This design comes from an exercise in tuning for small area and a short achievable clock period on the open sky130 flow, not from production work.
At most, simulation tests tie the RTL to the original design; equivalence was not proved.
No functional check of the RTL was part of run 4.
Power is estimated from default activity; no workload was simulated.

### config.mk
export PLATFORM = sky130hd
export DESIGN_NAME = cic_decim_mc
export DESIGN_NICKNAME = cic_decim_mc
export VERILOG_FILES = /design/flow/design.v
export SDC_FILE = /design/flow/constraint.sdc
export NUM_CORES = 4
export LEC_CHECK = 0
export CAP_MARGIN = 20
export CORE_MARGIN = 2
export CORE_UTILIZATION = 55
export CTS_BUF_LIST = sky130_fd_sc_hd__clkbuf_16
export CTS_CLUSTER_DIAMETER = 150
export CTS_CLUSTER_SIZE = 22
export SLEW_MARGIN = 20
### constraint.sdc
create_clock -name core_clock -period 11.0 [get_ports {dspclk}]
set_input_delay 2.2000 -clock core_clock [delete_from_list [all_inputs] [get_ports {dspclk}]]
set_output_delay 2.2000 -clock core_clock [all_outputs]
set_load 0.01 [all_outputs]
### design.v
module cic_rca #(
    parameter int W = 8
) (
    input  logic [W-1:0] a,
    input  logic [W-1:0] b,
    input  logic         ci,
    output logic [W-1:0] s,
    output logic         co
);
    logic [W:0] c;
    assign c[0] = ci;
    for (genvar i = 0; i < W; i++) begin : g_bit
        assign s[i]   = a[i] ^ b[i] ^ c[i];
        assign c[i+1] = (a[i] & b[i]) | (a[i] & c[i]) | (b[i] & c[i]);
    end
    assign co = c[W];
endmodule
module cic_int #(
    parameter int SW    = 8,
    parameter int NSEG  = 8,
    parameter int ACC_W = 60
) (
    input  logic                    dspclk,
    input  logic [11:0]             x,
    input  logic [NSEG+2:0]         e,
    input  logic [NSEG-1:0]         dump,
    output logic [NSEG-1:0][SW-1:0] w
);
    logic [3:0]      xd1;
    logic [NSEG-1:2] sdr;
    logic [NSEG-1:0] sd;
    always_ff @(posedge dspclk) begin
        xd1 <= x[11:8];
        sdr <= sd[NSEG-2:1];
    end
    assign sd = {sdr, xd1[3], x[11]};
    logic [NSEG-1:0][3:0] ico;
    for (genvar k = 0; k < NSEG; k++) begin : g_seg
        localparam int LO = SW * k;
        localparam int WK = (ACC_W - LO < SW) ? ACC_W - LO : SW;
        logic [WK-1:0] xs;
        logic [3:0]    ici;
        if (k == 0)      assign xs = x[WK-1:0];
        else if (k == 1) assign xs = {{(WK-4){xd1[3]}}, xd1};
        else             assign xs = {WK{sd[k]}};
        if (k == 0) begin : g_c0
            assign ici = 4'b0000;
        end else begin : g_cn
            logic [3:0] icr;
            always_ff @(posedge dspclk) icr <= ico[k-1];
            assign ici = icr;
        end
        for (genvar i = 0; i < 4; i++) begin : g_int
            logic [WK-1:0] acc, hold, add, sum;
            if (i == 0) begin : g_first
                assign add = xs;
            end else begin : g_next
                assign add = e[i+k] ? g_int[i-1].acc : '0;
            end
            if (i == 3) begin : g_dump
                assign hold = dump[k] ? '0 : acc;
            end else begin : g_keep
                assign hold = acc;
            end
            cic_rca #(.W(WK)) u_add (
                .a(hold), .b(add), .ci(ici[i]), .s(sum), .co(ico[k][i])
            );
            always_ff @(posedge dspclk) acc <= sum;
        end
        if (WK == SW) begin : g_full
            assign w[k] = g_int[3].acc;
        end else begin : g_part
            assign w[k] = {{(SW-WK){1'b0}}, g_int[3].acc};
        end
    end
endmodule
module cic_comb #(
    parameter int SW    = 8,
    parameter int NSEG  = 8,
    parameter int ACC_W = 60
) (
    input  logic                    dspclk,
    input  logic [NSEG-1:0][SW-1:0] w0,
    input  logic [NSEG-1:0][SW-1:0] w1,
    input  logic [NSEG-1:0]         ce0,
    input  logic [NSEG-1:0]         ce1,
    output logic [NSEG-1:0][SW-1:0] vseg
);
    logic [NSEG-1:0][3:0] cco;     
    logic [NSEG-1:0]      wco;     
    for (genvar k = 0; k < NSEG; k++) begin : g_seg
        localparam int LO = SW * k;
        localparam int WK = (ACC_W - LO < SW) ? ACC_W - LO : SW;
        logic [3:0] cci;
        logic       wci;
        if (k == 0) begin : g_c0
            assign cci = 4'b1100;       
            assign wci = 1'b0;
        end else begin : g_cn
            logic [3:0] ccr;
            logic       wcr;
            always_ff @(posedge dspclk) begin
                ccr <= cco[k-1];
                wcr <= wco[k-1];
            end
            assign cci = ccr;
            assign wci = wcr;
        end
        logic [WK-1:0] t1, t2, pw, t1_b, t2_b, pw_b;
        logic [WK-1:0] w, w2, m;
        logic [WK-1:0] v, t1n, t2n;
        assign w  = ce1[k] ? w1[k][WK-1:0] : w0[k][WK-1:0];
        assign w2 = {w[WK-2:0], wci};
        assign wco[k] = w[WK-1];
        cic_rca #(.W(WK)) u_m  (.a(w),  .b(w2), .ci(cci[1]), .s(m),   .co(cco[k][1]));
        cic_rca #(.W(WK)) u_v  (.a(w),  .b(t1), .ci(cci[0]), .s(v),   .co(cco[k][0]));
        cic_rca #(.W(WK)) u_t1 (.a(t2), .b(~m), .ci(cci[2]), .s(t1n), .co(cco[k][2]));
        cic_rca #(.W(WK)) u_t2 (.a(m),  .b(pw), .ci(cci[3]), .s(t2n), .co(cco[k][3]));
        always_ff @(posedge dspclk) begin
            if (ce0[k] | ce1[k]) begin
                t1   <= t1_b;
                t2   <= t2_b;
                pw   <= pw_b;
                t1_b <= t1n;
                t2_b <= t2n;
                pw_b <= ~w;
            end
        end
        if (WK == SW) begin : g_full
            assign vseg[k] = v;
        end else begin : g_part
            assign vseg[k] = {{(SW-WK){1'b0}}, v};
        end
    end
endmodule
module cic_out #(
    parameter int SW   = 8,
    parameter int NSEG = 8
) (
    input  logic                    dspclk,
    input  logic [NSEG-1:0][SW-1:0] vseg,
    input  logic [NSEG-1:0]         sh,      
    input  logic                    ld,      
    input  logic                    jodd,    
    input  logic                    jzero,   
    output logic [15:0]             dout
);
    logic [SW-1:0] win_in;
    always_comb begin
        win_in = '0;
        for (int k = 0; k < NSEG; k++)
            win_in = win_in | (vseg[k] & {SW{sh[k]}});
    end
    logic [3*SW-1:0] sr;
    logic [16:0]     win;
    always_ff @(posedge dspclk) begin
        if (|sh) sr <= {win_in, sr[3*SW-1:SW]};
    end
    assign win = jodd ? sr[19:3] : sr[23:7];
    always_ff @(posedge dspclk) begin
        if (ld) dout <= win[16:1] + {15'd0, win[0] & ~jzero};
    end
endmodule
module cic_decim_mc #(
    parameter int CHANNELS     = 2,
    parameter int DIN_W        = 12,
    parameter int DOUT_W       = 16,
    parameter int STAGES       = 4,
    parameter int RATE_W       = 13,
    parameter int MAX_RATE     = 4096,
    parameter int DEFAULT_RATE = 4
) (
    input  logic                       dspclk,
    input  logic                       reset,
    input  logic                       sclr,
    input  logic                       rate_we,
    input  logic [RATE_W-1:0]          rate,
    input  logic                       nd,
    input  logic [CHANNELS*DIN_W-1:0]  din,
    output logic                       rfd,
    output logic                       rdy,
    output logic [CHANNELS*DOUT_W-1:0] dout
);
    localparam int SW   = 8;
    localparam int NSEG = 8;
    logic rst_q, sclr_q, rwe_q, clr_q;
    always_ff @(posedge dspclk) begin
        rst_q  <= reset;
        sclr_q <= sclr;
        rwe_q  <= rate_we;
    end
    assign clr_q = rst_q | sclr_q | rwe_q;
    assign rfd   = ~(reset | sclr | rate_we | clr_q);
    logic                      a_q;
    logic [CHANNELS*DIN_W-1:0] din_q;
    logic [DIN_W-1:0]          din1_q;
    always_ff @(posedge dspclk) begin
        a_q    <= nd & ~clr_q;
        din_q  <= nd ? din : '0;
        din1_q <= din_q[2*DIN_W-1:DIN_W];
    end
    logic [RATE_W-1:0] rate_d, rate_src, rate_cl;
    logic [11:0]       rm1, rm1_q;
    logic [3:0]        j, j_q;
    logic [NSEG-1:0]   mask, k2sel;
    always_ff @(posedge dspclk) rate_d <= rate;
    always_comb begin
        rate_src = rst_q ? RATE_W'(DEFAULT_RATE) : rate_d;
        rate_cl  = (rate_src < RATE_W'(2))        ? RATE_W'(2) :
                   (rate_src > RATE_W'(MAX_RATE)) ? RATE_W'(MAX_RATE) : rate_src;
        rm1 = 12'(rate_cl - RATE_W'(1));
        j   = '0;
        for (int b = 1; b < 12; b++)
            if (rm1[b]) j = 4'(b);
    end
    always_ff @(posedge dspclk) begin
        if (rst_q || rwe_q) begin
            rm1_q <= rm1;
            j_q   <= j;
        end
    end
    always_comb begin
        mask  = '0;
        k2sel = '0;
        for (int k = 0; k < NSEG; k++) begin
            if (k <= ((32'(j_q) * 4 + 15) / SW)) mask[k] = 1'b1;
            if (k == ((32'(j_q) * 4 + 15) / SW)) k2sel[k] = 1'b1;
        end
    end
    logic [11:0] ph;
    logic [2:0]  warm;
    logic        last, blk, keep;
    assign last = (ph == rm1_q);
    assign blk  = a_q & last;
    assign keep = blk & warm[2];
    always_ff @(posedge dspclk) begin
        if (clr_q) begin
            ph   <= '0;
            warm <= '0;
        end else begin
            if (a_q) ph <= last ? '0 : ph + 12'd1;
            if (blk && !warm[2]) warm <= warm + 3'd1;
        end
    end
    logic [NSEG+3:0] e;
    logic [NSEG+3:1] e_r;
    logic [NSEG+4:1] bp;
    logic [NSEG+5:1] kp;
    logic            rdy_q;
    assign e = {e_r, a_q};
    always_ff @(posedge dspclk) begin
        e_r <= e[NSEG+2:0];
        bp  <= {bp[NSEG+3:1], blk};
        kp    <= {kp[NSEG+4:1], keep} & {(NSEG+5){~clr_q}};
        rdy_q <= (|(kp[NSEG+5:6] & k2sel)) & ~clr_q;
    end
    assign rdy = rdy_q & ~clr_q;
    logic [NSEG-1:0][SW-1:0] w0, w1, vseg;
    logic [NSEG-1:0]         ce0, ce1;
    assign ce0 = bp[NSEG+3:4];
    assign ce1 = bp[NSEG+4:5];
    cic_int #(.SW(SW), .NSEG(NSEG), .ACC_W(60)) u_int0 (
        .dspclk (dspclk),
        .x      (din_q[DIN_W-1:0]),
        .e      (e[NSEG+2:0]),
        .dump   (ce0),
        .w      (w0)
    );
    cic_int #(.SW(SW), .NSEG(NSEG), .ACC_W(60)) u_int1 (
        .dspclk (dspclk),
        .x      (din1_q),
        .e      (e[NSEG+3:1]),
        .dump   (ce1),
        .w      (w1)
    );
    cic_comb #(.SW(SW), .NSEG(NSEG), .ACC_W(60)) u_comb (
        .dspclk (dspclk),
        .w0     (w0),
        .w1     (w1),
        .ce0    (ce0),
        .ce1    (ce1),
        .vseg   (vseg)
    );
    cic_out #(.SW(SW), .NSEG(NSEG)) u_out0 (
        .dspclk (dspclk),
        .vseg   (vseg),
        .sh     (ce0 & mask),
        .ld     (|(bp[NSEG+4:5] & k2sel)),
        .jodd   (j_q[0]),
        .jzero  ((j_q == 4'd0)),
        .dout   (dout[DOUT_W-1:0])
    );
    cic_out #(.SW(SW), .NSEG(NSEG)) u_out1 (
        .dspclk (dspclk),
        .vseg   (vseg),
        .sh     (ce1 & mask),
        .ld     (1'b1),
        .jodd   (j_q[0]),
        .jzero  ((j_q == 4'd0)),
        .dout   (dout[2*DOUT_W-1:DOUT_W])
    );
endmodule
### standard.sh
#!/bin/bash
# synth_recipe.tcl (not shown) runs the flow's synth.tcl, then flattens the netlist and writes it again
# the make line also repeats each setting of config.mk as NAME=value (left out here)
make -C /OpenROAD-flow-scripts/flow DESIGN_CONFIG=/design/flow/config.mk WORK_HOME=/design/flow/orfs CLKGATE_MAP_FILE= SYNTH_SCRIPT=/design/flow/synth_recipe.tcl "${@:-finish}"
### flow/polarity.py
#!/usr/bin/env python3
"""Remove inverters around full-adder cells in a flat Yosys netlist.

A full adder is self-dual: FA(~a, ~b, ~c) gives ~sum and ~carry. Synthesis
often leaves a full adder with inverted inputs and inverted outputs. This
script flips such adders (inputs and outputs complemented) whenever that
leaves fewer inverter cells, and repeats until no flip helps. Only
combinational cells change: every flip-flop, port and the logic function of
the netlist stay the same.

usage: polarity.py NETLIST.v  (rewrites the file in place)
"""
import re
import sys

INV = "sky130_fd_sc_hd__inv_1"
LIB = "/OpenROAD-flow-scripts/flow/platforms/sky130hd/lib/sky130_fd_sc_hd__tt_025C_1v80.lib"
FA_RE = re.compile(r"sky130_fd_sc_hd__fa_\d+$")
INV_RE = re.compile(r"sky130_fd_sc_hd__(inv|clkinv)_\d+$")
OUT_PINS = {"X", "Y", "Q", "Q_N", "SUM", "COUT", "HI", "LO"}


def main(path):
    text = open(path).read()
    m = re.search(r"^\s*sky130_fd_sc_hd__\w+\s+\S+\s*\(", text, re.M)
    end = text.rindex("endmodule")
    head, body = text[: m.start()], text[m.start():end]

    # Ports and their nets (a port net keeps its name and value).
    ports = set()
    for d, rng, names in re.findall(r"^\s*(input|output)\s*(\[[^\]]*\])?\s*([^;]*);", head, re.M):
        for n in names.split(","):
            n = n.strip()
            if rng:
                hi, lo = [int(x) for x in rng[1:-1].split(":")]
                for i in range(min(hi, lo), max(hi, lo) + 1):
                    ports.add(f"{n}[{i}]")
            ports.add(n)

    cells = {}  # name -> [type, {pin: net}, order]
    order = []
    for typ, name, pins in re.findall(r"(sky130_fd_sc_hd__\w+)\s+(\S+)\s*\((.*?)\);", body, re.S):
        conns = {}
        for p, n in re.findall(r"\.(\w+)\(\s*(.*?)\s*\)\s*(?:,|$)", pins, re.S):
            conns[p] = n.strip()
        cells[name] = [typ, conns]
        order.append(name)

    driver = {}
    loads = {}

    def add_pin(c, p, n):
        if p in OUT_PINS:
            driver[n] = (c, p)
        else:
            loads.setdefault(n, set()).add((c, p))

    def del_pin(c, p, n):
        if p in OUT_PINS:
            if driver.get(n) == (c, p):
                del driver[n]
        else:
            loads.get(n, set()).discard((c, p))

    for c in order:
        for p, n in cells[c][1].items():
            add_pin(c, p, n)

    counter = [0]

    def new_net():
        counter[0] += 1
        return f"_pol{counter[0]}_"

    def is_inv(c):
        return c in cells and INV_RE.match(cells[c][0])

    def inv_driving(n):
        """The inverter cell driving net n, if any."""
        d = driver.get(n)
        if d and is_inv(d[0]):
            return d[0]
        return None

    def inv_of(n):
        """An inverter whose input is n and whose output is not a port."""
        for c, p in loads.get(n, ()):
            if is_inv(c) and cells[c][1]["Y"] not in ports:
                return c
        return None

    def connect(c, p, n):
        old = cells[c][1][p]
        del_pin(c, p, old)
        cells[c][1][p] = n
        add_pin(c, p, n)

    def add_inv(a, y):
        counter[0] += 1
        name = f"_polinv{counter[0]}_"
        cells[name] = [INV, {"A": a, "Y": y}]
        order.append(name)
        add_pin(name, "A", a)
        add_pin(name, "Y", y)
        return name

    def remove_cell(c):
        for p, n in cells[c][1].items():
            del_pin(c, p, n)
        del cells[c]

    def gain(fa):
        conns = cells[fa][1]
        g = 0
        seen_inv = {}
        for p in ("A", "B", "CIN"):
            n = conns[p]
            i = inv_driving(n)
            if i is not None:
                # The inverter goes if this adder is its only load (count pins).
                seen_inv[i] = seen_inv.get(i, 0) + 1
            elif inv_of(n) is None:
                g -= 1
        for i, k in seen_inv.items():
            out = cells[i][1]["Y"]
            if out not in ports and len(loads.get(out, ())) == k:
                g += 1
        for p in ("SUM", "COUT"):
            o = conns[p]
            ls = loads.get(o, set())
            keep = o in ports
            for c, q in ls:
                if is_inv(c) and cells[c][1]["Y"] not in ports:
                    g += 1
                else:
                    keep = True
            if keep:
                g -= 1
        return g

    def flip(fa):
        conns = cells[fa][1]
        for p in ("A", "B", "CIN"):
            n = conns[p]
            i = inv_driving(n)
            if i is not None:
                connect(fa, p, cells[i][1]["A"])
                if not loads.get(n) and n not in ports:
                    remove_cell(i)
            else:
                j = inv_of(n)
                if j is None:
                    y = new_net()
                    add_inv(n, y)
                    connect(fa, p, y)
                else:
                    connect(fa, p, cells[j][1]["Y"])
        for p in ("SUM", "COUT"):
            o = conns[p]
            o2 = new_net()
            connect(fa, p, o2)
            for c, q in list(loads.get(o, set())):
                if is_inv(c) and cells[c][1]["Y"] not in ports:
                    y = cells[c][1]["Y"]
                    for c2, q2 in list(loads.get(y, set())):
                        connect(c2, q2, o2)
                    remove_cell(c)
            if loads.get(o) or o in ports:
                add_inv(o2, o)

    def count_inv():
        return sum(1 for c in cells if is_inv(c))

    # A gate whose output only feeds an inverter becomes its complementary
    # gate (same inputs), driving the inverter's output net.
    COMPLEMENT = {
        "nand2": "and2", "and2": "nand2", "nor2": "or2", "or2": "nor2",
        "nand3": "and3", "and3": "nand3", "nor3": "or3", "or3": "nor3",
        "nand4": "and4", "and4": "nand4", "nor4": "or4", "or4": "nor4",
        "nand2b": "and2b", "and2b": "nand2b", "nor2b": "or2b", "or2b": "nor2b",
        "xor2": "xnor2", "xnor2": "xor2",
        "a21oi": "a21o", "a21o": "a21oi", "o21ai": "o21a", "o21a": "o21ai",
        "a22oi": "a22o", "a22o": "a22oi", "o22ai": "o22a", "o22a": "o22ai",
        "a211oi": "a211o", "a211o": "a211oi", "o211ai": "o211a", "o211a": "o211ai",
        "a31oi": "a31o", "a31o": "a31oi", "o31ai": "o31a", "o31a": "o31ai",
        "a32oi": "a32o", "a32o": "a32oi", "mux2i": "mux2", "mux2": "mux2i",
    }
    NONINV = {"and2", "or2", "and3", "or3", "and4", "or4", "and2b", "or2b", "xnor2",
              "a21o", "o21a", "a22o", "o22a", "a211o", "o211a", "a31o", "o31a", "a32o", "mux2"}
    lib = open(LIB).read() if LIB else ""

    def merge_gates():
        merged = 0
        for c in list(order):
            if c not in cells or not is_inv(c):
                continue
            a = cells[c][1]["A"]
            d = driver.get(a)
            if not d or a in ports or len(loads.get(a, ())) != 1:
                continue
            g = d[0]
            mm = re.match(r"sky130_fd_sc_hd__(\w+?)_(\d+)$", cells[g][0])
            if not mm or mm.group(1) not in COMPLEMENT:
                continue
            comp = COMPLEMENT[mm.group(1)]
            newtyp = f"sky130_fd_sc_hd__{comp}_1"
            if f'cell ("{newtyp}")' not in lib:
                continue
            outpin = "X" if comp in NONINV else "Y"
            y = cells[c][1]["Y"]
            remove_cell(c)
            conns = {p: n for p, n in cells[g][1].items() if p not in OUT_PINS}
            remove_cell(g)
            conns[outpin] = y
            cells[g] = [newtyp, conns]
            for p, n in conns.items():
                add_pin(g, p, n)
            merged += 1
        return merged

    before = count_inv()
    changed = True
    rounds = 0
    while changed and rounds < 20:
        changed = False
        rounds += 1
        for fa in [c for c in order if c in cells and FA_RE.match(cells[c][0])]:
            if fa in cells and gain(fa) > 0:
                flip(fa)
                changed = True
    merged = merge_gates()
    after = count_inv()

    # Every net must have exactly one driver or be a port input.
    used = set()
    for c in cells:
        used.update(cells[c][1].values())
    for n in used:
        if n not in driver and n not in ports and n not in ("1'b0", "1'b1"):
            raise SystemExit(f"polarity.py: net {n} has no driver")

    declared = set()
    for rng, n in re.findall(r"^\s*wire\s+(\[[^\]]*\])?\s*(\S+?)\s*;", head, re.M):
        declared.add(n)
        if rng:
            hi, lo = [int(x) for x in rng[1:-1].split(":")]
            for i in range(min(hi, lo), max(hi, lo) + 1):
                declared.add(f"{n}[{i}]")
    extra = sorted(n for n in used if n not in declared and n not in ports and not n.startswith("1'"))
    out = [head]
    # Wire declarations go just before the cells.
    for n in extra:
        out.append(f"  wire {n}{' ' if n.startswith(chr(92)) else ''};\n")
    for c in order:
        if c not in cells:
            continue
        typ, conns = cells[c]
        pins = ",\n".join(f"    .{p}({n}{' ' if n.startswith(chr(92)) else ''})" for p, n in conns.items())
        out.append(f"  {typ} {c} (\n{pins}\n  );\n")
    out.append(text[end:])
    open(path, "w").write("".join(out))
    print(f"polarity.py: inverters {before} -> {after} in {rounds} rounds, {merged} gates merged with their inverter")


if __name__ == "__main__":
    main(sys.argv[1])
### flow/run.sh
#!/bin/bash
set -euo pipefail
NETLIST="$PWD/orfs/results/sky130hd/cic_decim_mc/base/1_2_yosys.v"
bash standard.sh "$NETLIST" > flow_synth.log 2>&1
cp "$NETLIST" "$PWD/orfs/results/sky130hd/cic_decim_mc/base/1_2_yosys_standard.v"
python3 flow/polarity.py "$NETLIST" > flow_polarity.log 2>&1
bash standard.sh SETUP_SLACK_MARGIN=6.05 "BUFFER_PORTS_ARGS=-buffer_cell sky130_fd_sc_hd__buf_1" finish > flow_make.log 2>&1
==> results of run 1 <==
-- registers in the layout, indices dropped and copies added, names as in the netlist, 60 cells and up --
register / flops
u_int1.g_seg.g_int.acc: 240
u_int0.g_seg.g_int.acc: 240
u_comb.g_seg.t1_b: 60
u_comb.g_seg.pw_b: 60
u_comb.g_seg.t2_b: 60
u_comb.g_seg.pw: 60
u_comb.g_seg.t2: 60
u_comb.g_seg.t1: 60
-- layer usage --
layer | track usage | up-vias | wire length, um
met4 | 0.0352 | 0 | 1290
met3 | 0.0202 | 86 | 2280
li1 | - | 10666 | -
met5 | 0 | - | 0
met1 | 0.283 | 11941 | 39400
met2 | 0.293 | 312 | 38400
-- worst paths after layout --
kind | to | slack, ns | cells past startpoint
worst max-delay path | rfd | 6.09 | 3
worst min-delay path | u_int1.xd1[2]$_DFF_P_ | 0.32 | 0
worst max register to register | u_comb.g_seg[6].t1_b[7]$_DFFE_PP_ | 6.15 | 12
worst min register to register | u_int1.xd1[2]$_DFF_P_ | 0.32 | 0
-- timing repair --
item,in CTS,in global routing
pin swaps,5,6
resized for setup,42,51
setup buffers,11,4
cloned,2,1
setup endpoints to repair,32,39
-- through the flow --
stage,util,hold slack [ns],cell area [um2],power (mW)
floorplan,-,0.310,50000,10.3
global placement,0.573,0.311,51500,11.7
detailed placement,0.573,0.312,51500,12.1
CTS,0.594,0.314,53400,14.5
global route,0.597,0.314,53600,15.7
finish,0.597,0.316,53600,14.3
-- final cells by class --
type                       instances  area (um2)  area share
clock buffer                      59        1480      0.0275
clock inverter                    33         161     0.00301
inverter                         180         676      0.0126
multi-input combinational       1803       21800       0.407
sequential                      1146       27300       0.509
tap                             1176        1470      0.0274
timing repair buffer             111         687      0.0128
-- worst max-delay path, stage by stage --
cell and delay (ns):
clkbuf_2 0.10, nor4_2 0.25, buf_2 0.17
-- power groups by stage --
stage | sequential, mW | combinational [mW] | clock (mW)
after floorplan | 6.61 | 3.66 | 0
after global placement | 6.84 | 4.89 | 0
after detailed placement | 6.87 | 5.23 | 0
after CTS | 6.77 | 5.37 | 2.41
after global routing | 6.90 | 6.26 | 2.55
final | 6.74 | 5.25 | 2.31
==> impl_metrics.toml, run 1 <==
[grt]
antenna_found_initial = 1
grt_first_pass_wirelength_mm = 138
overflow = 0
grt_max_degree = 79
grt_pass1_vias = 25400
grt.total_usage = 0.185

[clock_tree]
cts_sinks = 1146
clk_pin_slew_ns = 0.08
clockBufferDepth = 3
cts-root-buf = "clkbuf_16"
h-tree-depth = 2
clkLatencyLatePin_ns = 0.65
tritoncts = "built"
numCtsBuffers = 58
cts_hold_buffers = 0

[place]
port_buffers = 75
dpl.hpwl_mm = 60.4
dp_slack_ns = 5.18
numPlacedInstances = 4397
gp_congestion = 0.846

[worst_hold_path]
worstHoldStart = "din1_q[10]$_DFF_P_"
hold_path.class = "reg -> reg"

[sta]
max_freq_mhz = 204
worst_pin_slew_ns = 0.999
period_needed_ns = 4.91
tns_ns = 0
hold_viol_final = 0
finalCritPeriodShare = 0.447
finalSetupViolations = 0
rsz0062_at_grt = "true"
clock_skew_ns = 0.0186
setup_ws_ns = 6.09
slew_violations = 0
relSlewSlack = 0.315

[critical_path]
worstPathRequired_ns = 8.80
r2r-start = "bp[11]$_DFF_P_"
crit_arrival_ns = 2.71
cp-end-kind = "primary output"
worstSetupStartpoint = "rate_we"
critPathKind = "in -> out"
startpoint_type = "input port"
worst-path-max-fanout = 2

[layout]
layout.cells.most_common_list = "dfxtp_1, fa_1, edfxtp_1"
area_delta_synth_final_pct = 7.78
layout-drive-gt1-share = 0.0759
nNetsFinal = 4058
diodes = 0
fillers = 6944
final_cells = 4508
layout_commonest_cell = "dfxtp_1"

[route]
routed_wl_mm = 81.3
routedWlPerCell_um = 18.0
vias = 23005
postRouteAntennaNets = 0
drtIter0Drc = 1309
avgViaCountPerCell = 5.10
dr.pass1.iters = 5
drc = 0

[power_and_ir_drop]
total_leakage_power_nw = 21.1
p_per_area_mw_per_mm2 = 267
cell_internal_pwr_mw = 9.35
comb_power_share = 0.367
switching_power_mw = 4.95
seqPwrFrac = 0.472
p_clk_frac = 0.161
vdd_drop_max_mv = 0.174
power.switching_fraction = 0.346

[floorplanning]
fp.dieH_um = 305
die_area_mm2 = 0.0929
die_x_um = 305
std_cell_rows = 110
fp.coreArea_mm2 = 0.0899
start_util = 0.554
io-pin-count = 76

[yosys]
synth_nets = 3965
ys_warn_count = 4
avgSynthCellArea_um2 = 15.5
synth_area_mm2 = 0.0498
synthCells = 3207

[run]
max_cap_violations = 0

[outcome]
outcome = "no timing/DRC/antenna violations"
==> inputs of run 2 (changes only) <==
--- a/design.v
+++ b/design.v
@@ -153,9 +153,7 @@
     end
     logic [3*SW-1:0] sr;
     logic [16:0]     win;
-    always_ff @(posedge dspclk) begin
-        if (|sh) sr <= {win_in, sr[3*SW-1:SW]};
-    end
+    always_ff @(posedge dspclk) sr <= {win_in, sr[3*SW-1:SW]};
     assign win = jodd ? sr[19:3] : sr[23:7];
     always_ff @(posedge dspclk) begin
         if (ld) dout <= win[16:1] + {15'd0, win[0] & ~jzero};
==> impl_metrics.toml, run 2 <==
[route]
dr.pass1.iters = 21
avgViaCountPerCell = 5.03
postRouteAntennaNets = 0
routedWlPerCell_um = 17.8
drtIter0Drc = 1427
routed_wl_mm = 79.6
vias = 22532
drc = 0

[clock_tree]
cts_sinks = 1146
tritoncts = "built"
clockBufferDepth = 3
clkLatencyLatePin_ns = 0.66
cts_hold_buffers = 0
clk_pin_slew_ns = 0.08
cts-root-buf = "clkbuf_16"
h-tree-depth = 2
numCtsBuffers = 58

[power_and_ir_drop]
p_per_area_mw_per_mm2 = 267
vdd_drop_max_mv = 0.140
total_leakage_power_nw = 21.0

[floorplanning]
fp.dieH_um = 303
die_area_mm2 = 0.0917
io-pin-count = 76
die_x_um = 303
std_cell_rows = 109
fp.coreArea_mm2 = 0.0885
start_util = 0.555

[layout]
nNetsFinal = 4037
layout_commonest_cell = "dfxtp_1"
area_delta_synth_final_pct = 7.62
layout.core_utilization = 0.597
layout-drive-gt1-share = 0.0670
diodes = 0
top_regs = "u_int0.g_seg.g_int.acc: 240 flops, u_int1.g_seg.g_int.acc: 240 flops"
layout.cells.most_common_list = "dfxtp_1, fa_1, and2_1"

[sta]
relSlewSlack = 0.284
worst_pin_slew_ns = 1.07
clock_skew_ns = 0.0205
max_freq_mhz = 203
period_needed_ns = 4.92
hold_viol_final = 0
finalCritPeriodShare = 0.447
rsz0062_at_grt = "true"
slew_violations = 0
finalSetupViolations = 0
tns_ns = 0

[critical_path]
critPathKind = "in -> out"
startpoint_type = "input port"
worst-path-max-fanout = 2
worstPathRequired_ns = 8.80
reg2reg_slack_ns = 6.13
path_cells = "buf_1 -> nor4_1 -> buf_1"
cp_top_family = "buffers and inverters"
crit_top_cell = "buf_1"
reg2reg_depth = 13
r2r-start = "bp[10]$_DFF_P_"
cp_slowest_cell = "nor4_1"
cp-end-kind = "primary output"
crit_path_max_incr_delay_ns = 0.25
crit_arrival_ns = 2.72
critical_path_buf_inv_count = 2
reg2reg_to = "u_comb.g_seg[5].t1_b[7]$_DFFE_PP_"

[run]
max_cap_violations = 0

[yosys]
avgSynthCellArea_um2 = 15.4
synth_nets = 3951
synthCells = 3193
ys_warn_count = 4
synth_area_mm2 = 0.0491

[grt]
grt_pass1_vias = 25087
overflow = 0
antenna_found_initial = 2
grt.total_usage = 0.187
grt_max_degree = 70
grt_first_pass_wirelength_mm = 135

[worst_hold_path]
hold_path.class = "reg -> reg"
worstHoldStart = "din_q[19]$_SDFF_PN0_"
holdPathEnd = "din1_q[7]$_DFF_P_"
hold_depth = 0

[place]
gp_congestion = 0.858
port_buffers = 75
dpl.hpwl_mm = 59.6

[outcome]
outcome = "no timing/DRC/antenna violations"
run 2: layout make-up:
type | count | area [um2]
clock inverter | 35 | 170
tap | 1165 | 1460
sequential | 1146 | 26900
multi-input combinational | 1784 | 21600
inverter | 183 | 687
timing repair buffer | 106 | 639
fill | 6916 | 35600
clock buffer | 58 | 1450
run 2: repair_timing:
action                                  4_1_cts  5_1_grt
cloned                                        3        0
buffers inserted                             11        0
endpoints found under the setup margin       23       15
pin swaps                                     5        4
gates resized for setup                      30       32
endpoints found under the hold margin         0        0
run 2: worst max path at each step:
stage | cells past startpoint | slack (ns) | start | to
finish | 3 | 6.08 | sclr | rfd
global route | 13 | 5.98 | bp[10]$_DFF_P_ | u_comb.g_seg[5].t1_b[7]$_DFFE_PP_
CTS | 12 | 6.02 | bp[9]$_DFF_P_ | u_comb.g_seg[4].t2_b[7]$_DFFE_PP_
detailed placement | 12 | 5.57 | bp[9]$_DFF_P_ | u_comb.g_seg[4].t2_b[7]$_DFFE_PP_
global placement | 13 | 5.67 | bp[9]$_DFF_P_ | u_comb.g_seg[4].t1_b[7]$_DFFE_PP_
floorplan | 14 | 6.02 | bp[11]$_DFF_P_ | u_comb.g_seg[6].t1_b[7]$_DFFE_PP_
run 2: worst register-to-register path, cell delays in order (launching register included):
cell and delay (ns):
dfxtp_2 0.37, buf_12 0.11, mux2i_4 0.23, inv_2 0.07, fa_2 0.56, inv_1 0.09
fa_2 0.43, fa_2 0.39, fa_2 0.37, fa_2 0.38, fa_2 0.38, fa_2 0.39
fa_2 0.38, fa_1 0.47
run 2: per-layer routing:
| layer | global-route usage | share of wire | up-vias |
|---|---|---|---|
| met2 | 0.288 | 0.45 | 330 |
| met5 | 0 | 0 | - |
| li1 | - | - | 10526 |
| met1 | 0.285 | 0.48 | 11560 |
| met3 | 0.0268 | 0.039 | 116 |
| met4 | 0.0441 | 0.022 | 0 |
run 2: power breakdown:
group | total [mW] | internal (mW) | switching, mW
sequential | 6.72 | 5.98 | 0.743
combinational | 5.11 | 2.30 | 2.80
clock | 2.28 | 0.963 | 1.32
total | 14.1 | 9.24 | 4.86
run 2: metrics by stage:
step           power (mW)  hold WS, ns  area, um2  setup slack (ns)  instances
2_1_floorplan        10.2        0.310      49400              6.02       3193
3_3_place_gp         11.6        0.311      50900              5.67       4370
3_5_place_dp         12.0        0.312      50900              5.57       4370
4_1_cts              14.4        0.305      52800              6.02       4477
5_1_grt              15.6        0.311      52900              5.98       4477
6_report             14.1        0.306      52900              6.08       4477
==> inputs of run 3 (changes only) <==
--- a/config.mk
+++ b/config.mk
@@ -7,7 +7,7 @@
 export LEC_CHECK = 0
 export CAP_MARGIN = 20
 export CORE_MARGIN = 2
-export CORE_UTILIZATION = 55
+export CORE_UTILIZATION = 50
 export CTS_BUF_LIST = sky130_fd_sc_hd__clkbuf_16
 export CTS_CLUSTER_DIAMETER = 150
 export CTS_CLUSTER_SIZE = 22
==> impl_metrics.toml, run 3 <==
[outcome]
outcome = "no timing/DRC/antenna violations"

[sta]
max_freq_mhz = 204
period_needed_ns = 4.91
finalSetupViolations = 0
finalCritPeriodShare = 0.446
hold_viol_final = 0
clock_skew_ns = 0.0233
tns_ns = 0
worst_pin_slew_ns = 0.974
slew_violations = 0
relSlewSlack = 0.350
rsz0062_at_grt = "true"

[clock_tree]
cts-root-buf = "clkbuf_16"
clockBufferDepth = 3
cts_hold_buffers = 0
cts_sinks = 1146
h-tree-depth = 2
tritoncts = "built"
clkLatencyLatePin_ns = 0.68
clk_pin_slew_ns = 0.09
numCtsBuffers = 58

[place]
gp_congestion = 0.841
numPlacedInstances = 4490
port_buffers = 75
dpl.hpwl_mm = 60.3
placed_area_mm2 = 0.0511

[worst_hold_path]
hold_path.class = "reg -> reg"
worstHoldStart = "din_q[13]$_SDFF_PN0_"
holdPathEnd = "din1_q[1]$_DFF_P_"
hold_depth = 0

[floorplanning]
die_x_um = 317
std_cell_rows = 114
io-pin-count = 76
fp.coreArea_mm2 = 0.0970
start_util = 0.507
fp.dieH_um = 317
die_area_mm2 = 0.101

[layout]
multi_input_area_mm2 = 0.0216
final_cells = 4601
seqCellArea_mm2 = 0.0269
area_delta_synth_final_pct = 8.11
fillers = 7837
layout.core_utilization = 0.548
layout-drive-gt1-share = 0.0725
top_regs = "u_int0.g_seg.g_int.acc: 240 flops, u_int1.g_seg.g_int.acc: 240 flops"
diodes = 0
finalInstanceArea_mm2 = 0.0531
nNetsFinal = 4049
layout_commonest_cell = "dfxtp_1"
layout.cells.most_common_list = "dfxtp_1, fa_1, and2_1"

[yosys]
synth_area_mm2 = 0.0491
synthCells = 3193
synth_nets = 3951
ys_warn_count = 4
avgSynthCellArea_um2 = 15.4

[route]
routedWlPerCell_um = 17.5
vias = 22727
dr.pass1.iters = 7
drtIter0Drc = 1396
drc = 0
avgViaCountPerCell = 4.94
postRouteAntennaNets = 0
routed_wl_mm = 80.7

[grt]
grt_max_degree = 70
met1_usage = 0.256
overflow = 0
antenna_found_initial = 0
grt_pass1_vias = 25126
grt.total_usage = 0.169
gr-max-usage-layer = "met2"
grt_first_pass_wirelength_mm = 137
use_met3 = 0.0269
use_met2 = 0.261

[run]
max_cap_violations = 0

[critical_path]
reg2reg_depth = 13
critPathKind = "in -> out"
reg2reg_slack_ns = 6.21
startpoint_type = "input port"
crit_arrival_ns = 2.71
worst-path-max-fanout = 2
r2r-start = "bp[7]$_DFF_P_"
reg2reg_to = "u_comb.g_seg[2].t1_b[7]$_DFFE_PP_"
cp-end-kind = "primary output"
worstPathRequired_ns = 8.80

[power_and_ir_drop]
p_total_mw = 14.2
total_leakage_power_nw = 21.0
p_per_area_mw_per_mm2 = 267
vdd_drop_max_mv = 0.168
## run 3: routing by layer
| layer | up-vias | wire length (um) |
|---|---|---|
| met5 | - | 0 |
| met4 | 0 | 1480 |
| met3 | 108 | 3240 |
| met2 | 373 | 36800 |
| met1 | 11686 | 39100 |
| li1 | 10560 | - |
## run 3: worst max-delay path by stage
stage,from,slack [ns],cells after the start,end
6_report,sclr,6.09,3,rfd
3_5_place_dp,bp[7]$_DFF_P_,5.58,13,u_comb.g_seg[2].t1_b[7]$_DFFE_PP_
5_1_grt,bp[5]$_DFF_P_,6.01,14,u_out1.sr[23]$_DFF_P_
2_1_floorplan,bp[11]$_DFF_P_,6.02,14,u_comb.g_seg[6].t1_b[7]$_DFFE_PP_
4_1_cts,bp[7]$_DFF_P_,6.00,13,u_comb.g_seg[2].t1_b[7]$_DFFE_PP_
3_3_place_gp,bp[7]$_DFF_P_,5.69,13,u_comb.g_seg[2].t1_b[7]$_DFFE_PP_
## run 3: per-stage QoR
step | hold WS (ns) | setup slack, ns
floorplan | 0.310 | 6.02
global placement | 0.312 | 5.69
detailed placement | 0.312 | 5.58
CTS | 0.326 | 6.00
global route | 0.341 | 6.01
finish | 0.325 | 6.09
## run 3: timing repair
item,CTS,global route
setup buffers,9,5
cloned,3,0
hold endpoints to repair,0,0
resized for setup,36,35
pin swaps,4,6
setup endpoints to repair,23,16
## run 3: worst max-delay path, stage by stage
cell and delay (ns):
buf_1 0.09, nor4_1 0.25, buf_2 0.17
## run 3: cell type report
type                       count  share of cell area
inverter                     183              0.0129
tap                         1276              0.0301
timing repair buffer         118              0.0138
sequential                  1146               0.506
clock buffer                  58              0.0273
multi-input combinational   1784               0.406
clock inverter                36             0.00327
## run 3: report_power, final
group	total [mW]	switching [mW]	internal (mW)	leakage, nW
registers	6.71	0.732	5.98	9.85
logic	5.17	2.82	2.34	10.3
clock network	2.29	1.33	0.963	0.911
==> inputs of run 4 (changes only) <==
--- a/design.v
+++ b/design.v
@@ -135,29 +135,37 @@
 endmodule
 module cic_out #(
     parameter int SW   = 8,
-    parameter int NSEG = 8
+    parameter int NSEG = 8,
+    parameter bit DLY  = 0
 ) (
     input  logic                    dspclk,
     input  logic [NSEG-1:0][SW-1:0] vseg,
     input  logic [NSEG-1:0]         sh,      
-    input  logic                    ld,      
+    input  logic                    ins,     
     input  logic                    jodd,    
     input  logic                    jzero,   
     output logic [15:0]             dout
 );
-    logic [SW-1:0] win_in;
+    logic [SW-1:0] win_in, win_seg;
     always_comb begin
         win_in = '0;
         for (int k = 0; k < NSEG; k++)
             win_in = win_in | (vseg[k] & {SW{sh[k]}});
     end
+    if (DLY) begin : g_dly
+        logic [SW-1:0] win_q;
+        always_ff @(posedge dspclk) win_q <= win_in;
+        assign win_seg = win_q;
+    end else begin : g_now
+        assign win_seg = win_in;
+    end
     logic [3*SW-1:0] sr;
     logic [16:0]     win;
-    always_ff @(posedge dspclk) sr <= {win_in, sr[3*SW-1:SW]};
-    assign win = jodd ? sr[19:3] : sr[23:7];
     always_ff @(posedge dspclk) begin
-        if (ld) dout <= win[16:1] + {15'd0, win[0] & ~jzero};
+        if (ins) sr <= {win_seg, sr[3*SW-1:SW]};
     end
+    assign win  = jodd ? sr[19:3] : sr[23:7];
+    assign dout = win[16:1] + {15'd0, win[0] & ~jzero};
 endmodule
 module cic_decim_mc #(
     parameter int CHANNELS     = 2,
@@ -193,7 +201,7 @@
     logic [CHANNELS*DIN_W-1:0] din_q;
     logic [DIN_W-1:0]          din1_q;
     always_ff @(posedge dspclk) begin
-        a_q    <= nd & ~clr_q;
+        a_q    <= nd & rfd;
         din_q  <= nd ? din : '0;
         din1_q <= din_q[2*DIN_W-1:DIN_W];
     end
@@ -243,16 +251,14 @@
     logic [NSEG+3:0] e;
     logic [NSEG+3:1] e_r;
     logic [NSEG+4:1] bp;
-    logic [NSEG+5:1] kp;
-    logic            rdy_q;
+    logic [NSEG+4:1] kp;
     assign e = {e_r, a_q};
     always_ff @(posedge dspclk) begin
         e_r <= e[NSEG+2:0];
         bp  <= {bp[NSEG+3:1], blk};
-        kp    <= {kp[NSEG+4:1], keep} & {(NSEG+5){~clr_q}};
-        rdy_q <= (|(kp[NSEG+5:6] & k2sel)) & ~clr_q;
+        kp  <= {kp[NSEG+3:1] & {(NSEG+3){~clr_q}}, keep};
+        rdy <= (|(kp[NSEG+4:5] & k2sel)) & rfd;
     end
-    assign rdy = rdy_q & ~clr_q;
     logic [NSEG-1:0][SW-1:0] w0, w1, vseg;
     logic [NSEG-1:0]         ce0, ce1;
     assign ce0 = bp[NSEG+3:4];
@@ -279,20 +285,20 @@
         .ce1    (ce1),
         .vseg   (vseg)
     );
-    cic_out #(.SW(SW), .NSEG(NSEG)) u_out0 (
+    cic_out #(.SW(SW), .NSEG(NSEG), .DLY(1'b1)) u_out0 (
         .dspclk (dspclk),
         .vseg   (vseg),
         .sh     (ce0 & mask),
-        .ld     (|(bp[NSEG+4:5] & k2sel)),
+        .ins    (|(ce1 & mask)),
         .jodd   (j_q[0]),
         .jzero  ((j_q == 4'd0)),
         .dout   (dout[DOUT_W-1:0])
     );
-    cic_out #(.SW(SW), .NSEG(NSEG)) u_out1 (
+    cic_out #(.SW(SW), .NSEG(NSEG), .DLY(1'b0)) u_out1 (
         .dspclk (dspclk),
         .vseg   (vseg),
         .sh     (ce1 & mask),
-        .ld     (1'b1),
+        .ins    (|(ce1 & mask)),
         .jodd   (j_q[0]),
         .jzero  ((j_q == 4'd0)),
         .dout   (dout[2*DOUT_W-1:DOUT_W])
==> flow/run.sh (replaced) <==
#!/bin/bash
set -euo pipefail
NETLIST="$PWD/orfs/results/sky130hd/cic_decim_mc/base/1_2_yosys.v"
bash standard.sh "$NETLIST" > flow_synth.log 2>&1
cp "$NETLIST" "$PWD/orfs/results/sky130hd/cic_decim_mc/base/1_2_yosys_standard.v"
python3 flow/polarity.py "$NETLIST" > flow_polarity.log 2>&1
bash standard.sh SETUP_SLACK_MARGIN=6.1 "BUFFER_PORTS_ARGS=-buffer_cell sky130_fd_sc_hd__buf_1" finish > flow_make.log 2>&1
--- a/config.mk
+++ b/config.mk
@@ -7,7 +7,7 @@
 export LEC_CHECK = 0
 export CAP_MARGIN = 20
 export CORE_MARGIN = 2
-export CORE_UTILIZATION = 50
+export CORE_UTILIZATION = 55
 export CTS_BUF_LIST = sky130_fd_sc_hd__clkbuf_16
 export CTS_CLUSTER_DIAMETER = 150
 export CTS_CLUSTER_SIZE = 22
==> impl_metrics.toml, run 4 <==
[outcome]
outcome = "no timing/DRC/antenna violations"

[sta]
worst_pin_slew_ns = 1.00
tns_ns = 0
slew_violations = 0
period_needed_ns = 5.19
hold_viol_final = 0
finalCritPeriodShare = 0.472
max_freq_mhz = 193
relSlewSlack = 0.311
rsz0062_at_grt = "true"
clock_skew_ns = 0.0369
finalSetupViolations = 0

[run]
max_cap_violations = 0

[place]
placed_area_mm2 = 0.0506
port_buffers = 75
numPlacedInstances = 4334
gp_congestion = 0.830
dpl.hpwl_mm = 60.4

[clock_tree]
clockBufferDepth = 3
h-tree-depth = 2
cts-root-buf = "clkbuf_16"
cts_sinks = 1121
tritoncts = "built"
numCtsBuffers = 56
clkLatencyLatePin_ns = 0.66
clk_pin_slew_ns = 0.09

[critical_path]
critPathKind = "reg -> out"
crit_arrival_ns = 2.99
startpoint_type = "flop"
reg2reg_to = "u_comb.g_seg[4].t2_b[7]$_DFFE_PP_"
r2r-start = "bp[9]$_DFF_P_"
worstPathRequired_ns = 8.80
crit_path_max_incr_delay_ns = 0.40
path_cells = "buf_12 -> clkinvlp_4 -> ha_4 -> nand2b_4 -> nor2_4 -> nor2_2 -> ha_2 -> ha_4 -> nand4_1 -> nand2b_4 -> or2_1 -> nor2_1 -> xnor2_1 -> buf_2"
cp_slowest_cell = "edfxtp_1"
reg2reg_depth = 12
cp-end-kind = "primary output"
reg2reg_slack_ns = 6.19
worst-path-max-fanout = 2

[yosys]
synthCells = 3156
synth_area_mm2 = 0.0488
avgSynthCellArea_um2 = 15.5
ys_warn_count = 5
synth_nets = 3914

[floorplanning]
die_x_um = 302
std_cell_rows = 109
io-pin-count = 76
fp.dieH_um = 302
fp.coreArea_mm2 = 0.0882
start_util = 0.553
die_area_mm2 = 0.0912

[layout]
top_regs = "u_int0.g_seg.g_int.acc: 240 flops, u_int1.g_seg.g_int.acc: 240 flops"
layout_commonest_cell = "dfxtp_1"
area_delta_synth_final_pct = 8.85
layout-drive-gt1-share = 0.0962
final_cells = 4461
multi_input_area_mm2 = 0.0218
fillers = 6766
nNetsFinal = 4023
layout.cells.most_common_list = "dfxtp_1, fa_1, edfxtp_1"
layout.core_utilization = 0.602
finalInstanceArea_mm2 = 0.0531
diodes = 0
seqCellArea_mm2 = 0.0266

[route]
postRouteAntennaNets = 0
avgViaCountPerCell = 5.10
dr.pass1.iters = 6
drtIter0Drc = 1355
drc = 0
routed_wl_mm = 82.2
routedWlPerCell_um = 18.4
vias = 22756

[power_and_ir_drop]
seqPwrFrac = 0.631
cell_internal_pwr_mw = 6.15
total_leakage_power_nw = 21.9
comb_power_share = 0.096
p_clk_frac = 0.273
switching_power_mw = 2.01
p_per_area_mw_per_mm2 = 154
vdd_drop_max_mv = 0.130
power.switching_fraction = 0.247

[grt]
grt.total_usage = 0.191
use_met3 = 0.0220
antenna_found_initial = 0
grt_pass1_vias = 25253
gr-max-usage-layer = "met2"
grt_max_degree = 50
overflow = 0
met1_usage = 0.292
use_met2 = 0.302
grt_first_pass_wirelength_mm = 138

[worst_hold_path]
worstHoldStart = "din_q[8]$_SDFF_PN0_"
holdPathEnd = "u_int0.xd1[0]$_DFF_P_"
hold_path.class = "reg -> reg"
hold_depth = 0
## run 4: cell count changes in the layout (fill, tap and decap cells not counted), sizes merged, moves of 4 or more
cell	change
o31ai	+4
a211o	+11
nor2	-6
a2111oi	+5
dfxtp	-51
nor3	-6
buf	+10
nand2b	-4
inv	-9
edfxtp	+26
## run 4: per-layer routing
layer | part of all wire | wire length (um)
met5 | 0 | 0
met2 | 0.47 | 38600
met3 | 0.031 | 2530
met1 | 0.48 | 39700
met4 | 0.018 | 1460
## run 4: cell type report
type,instances,share of cell area
Sequential cell,1121,0.501
Clock inverter,31,0.00243
Timing Repair Buffer,131,0.0179
Multi-Input combinational cell,1778,0.411
Tap cell,1165,0.0274
Clock buffer,58,0.0273
Inverter,177,0.0126
## run 4: per-stage QoR
stage                     hold WS (ns)  setup WS, ns  power, mW
after floorplan                  0.310          6.05       5.68
after global placement           0.310          5.05       5.93
after detailed placement         0.312          4.92       6.02
after CTS                        0.330          5.78       8.30
after global routing             0.338          5.66       8.65
final                            0.326          5.81       8.16
## run 4: worst max path at each step
stage | start | to | slack, ns | depth (start not counted)
6_report | j_q[0]$_SDFFCE_PP1P_ | dout[14] | 5.81 | 14
5_1_grt | j_q[0]$_SDFFCE_PP1P_ | dout[30] | 5.66 | 14
4_1_cts | j_q[0]$_SDFFCE_PP1P_ | dout[30] | 5.78 | 14
3_5_place_dp | j_q[0]$_SDFFCE_PP1P_ | dout[30] | 4.92 | 14
3_3_place_gp | j_q[0]$_SDFFCE_PP1P_ | dout[30] | 5.05 | 14
2_1_floorplan | bp[11]$_DFF_P_ | u_comb.g_seg[6].t1_b[7]$_DFFE_PP_ | 6.05 | 14
## run 4: timing repair
item,4_1_cts,5_1_grt
pin swaps,19,23
endpoints found under the setup margin,59,47
gates resized for setup,99,86
cloned,4,0
hold buffers,0,0
buffers inserted,30,4
endpoints found under the hold margin,0,0
## run 4: power groups by stage
stage / clock network (mW) / registers, mW / logic, mW
2_1_floorplan: 0 / 5.15 / 0.530
3_3_place_gp: 0 / 5.24 / 0.688
3_5_place_dp: 0 / 5.26 / 0.762
4_1_cts: 2.32 / 5.17 / 0.811
5_1_grt: 2.47 / 5.23 / 0.953
6_report: 2.23 / 5.15 / 0.784
## run 4: worst max-delay path: cells and delay by family, from the launching register on
family / cells / cell delay (ns)
xor gates and xnor gates: 1 / 0.12
adders and majority gates: 3 / 0.54
buffers and inverters: 3 / 0.36
DFF: 1 / 0.40
and+or+nand+nor: 7 / 0.93

## separate check: timing with driven ports
How much do the figures lean on ideal ports? The routed layouts below were timed once more, with nothing changed but the port constraints.
Step 1, drivers: a clkbuf_16 drives dspclk and a buf_2 each remaining input, both assumed.
Step 2 moves the port delays by t, midway between the first and last clock arrival at a register: inputs arrive t later, outputs are due t later. That takes back most of the time a late clock gives input paths.
Slacks: ideal ports / drivers / drivers and shift; pairs: ideal ports / drivers.
run | t (ns) | slack for setup (ns) | worst slew at a driven data input, ns
run 1 | 0.710 | 6.086 / 6.059 / 6.059 | 0.04
run 2 | 0.713 | 6.082 / 6.057 / 6.057 | 0.04
run 3 | 0.732 | 6.091 / 6.069 / 6.069 | 0.03
run 4 | 0.705 | 5.812 / 5.746 / 6.039 | 0.05
After both steps setup and hold are still met in every run listed. The setup slack of run 1, which loses most, moves by -0.027 ns with the drivers and by -0.027 ns with both steps.
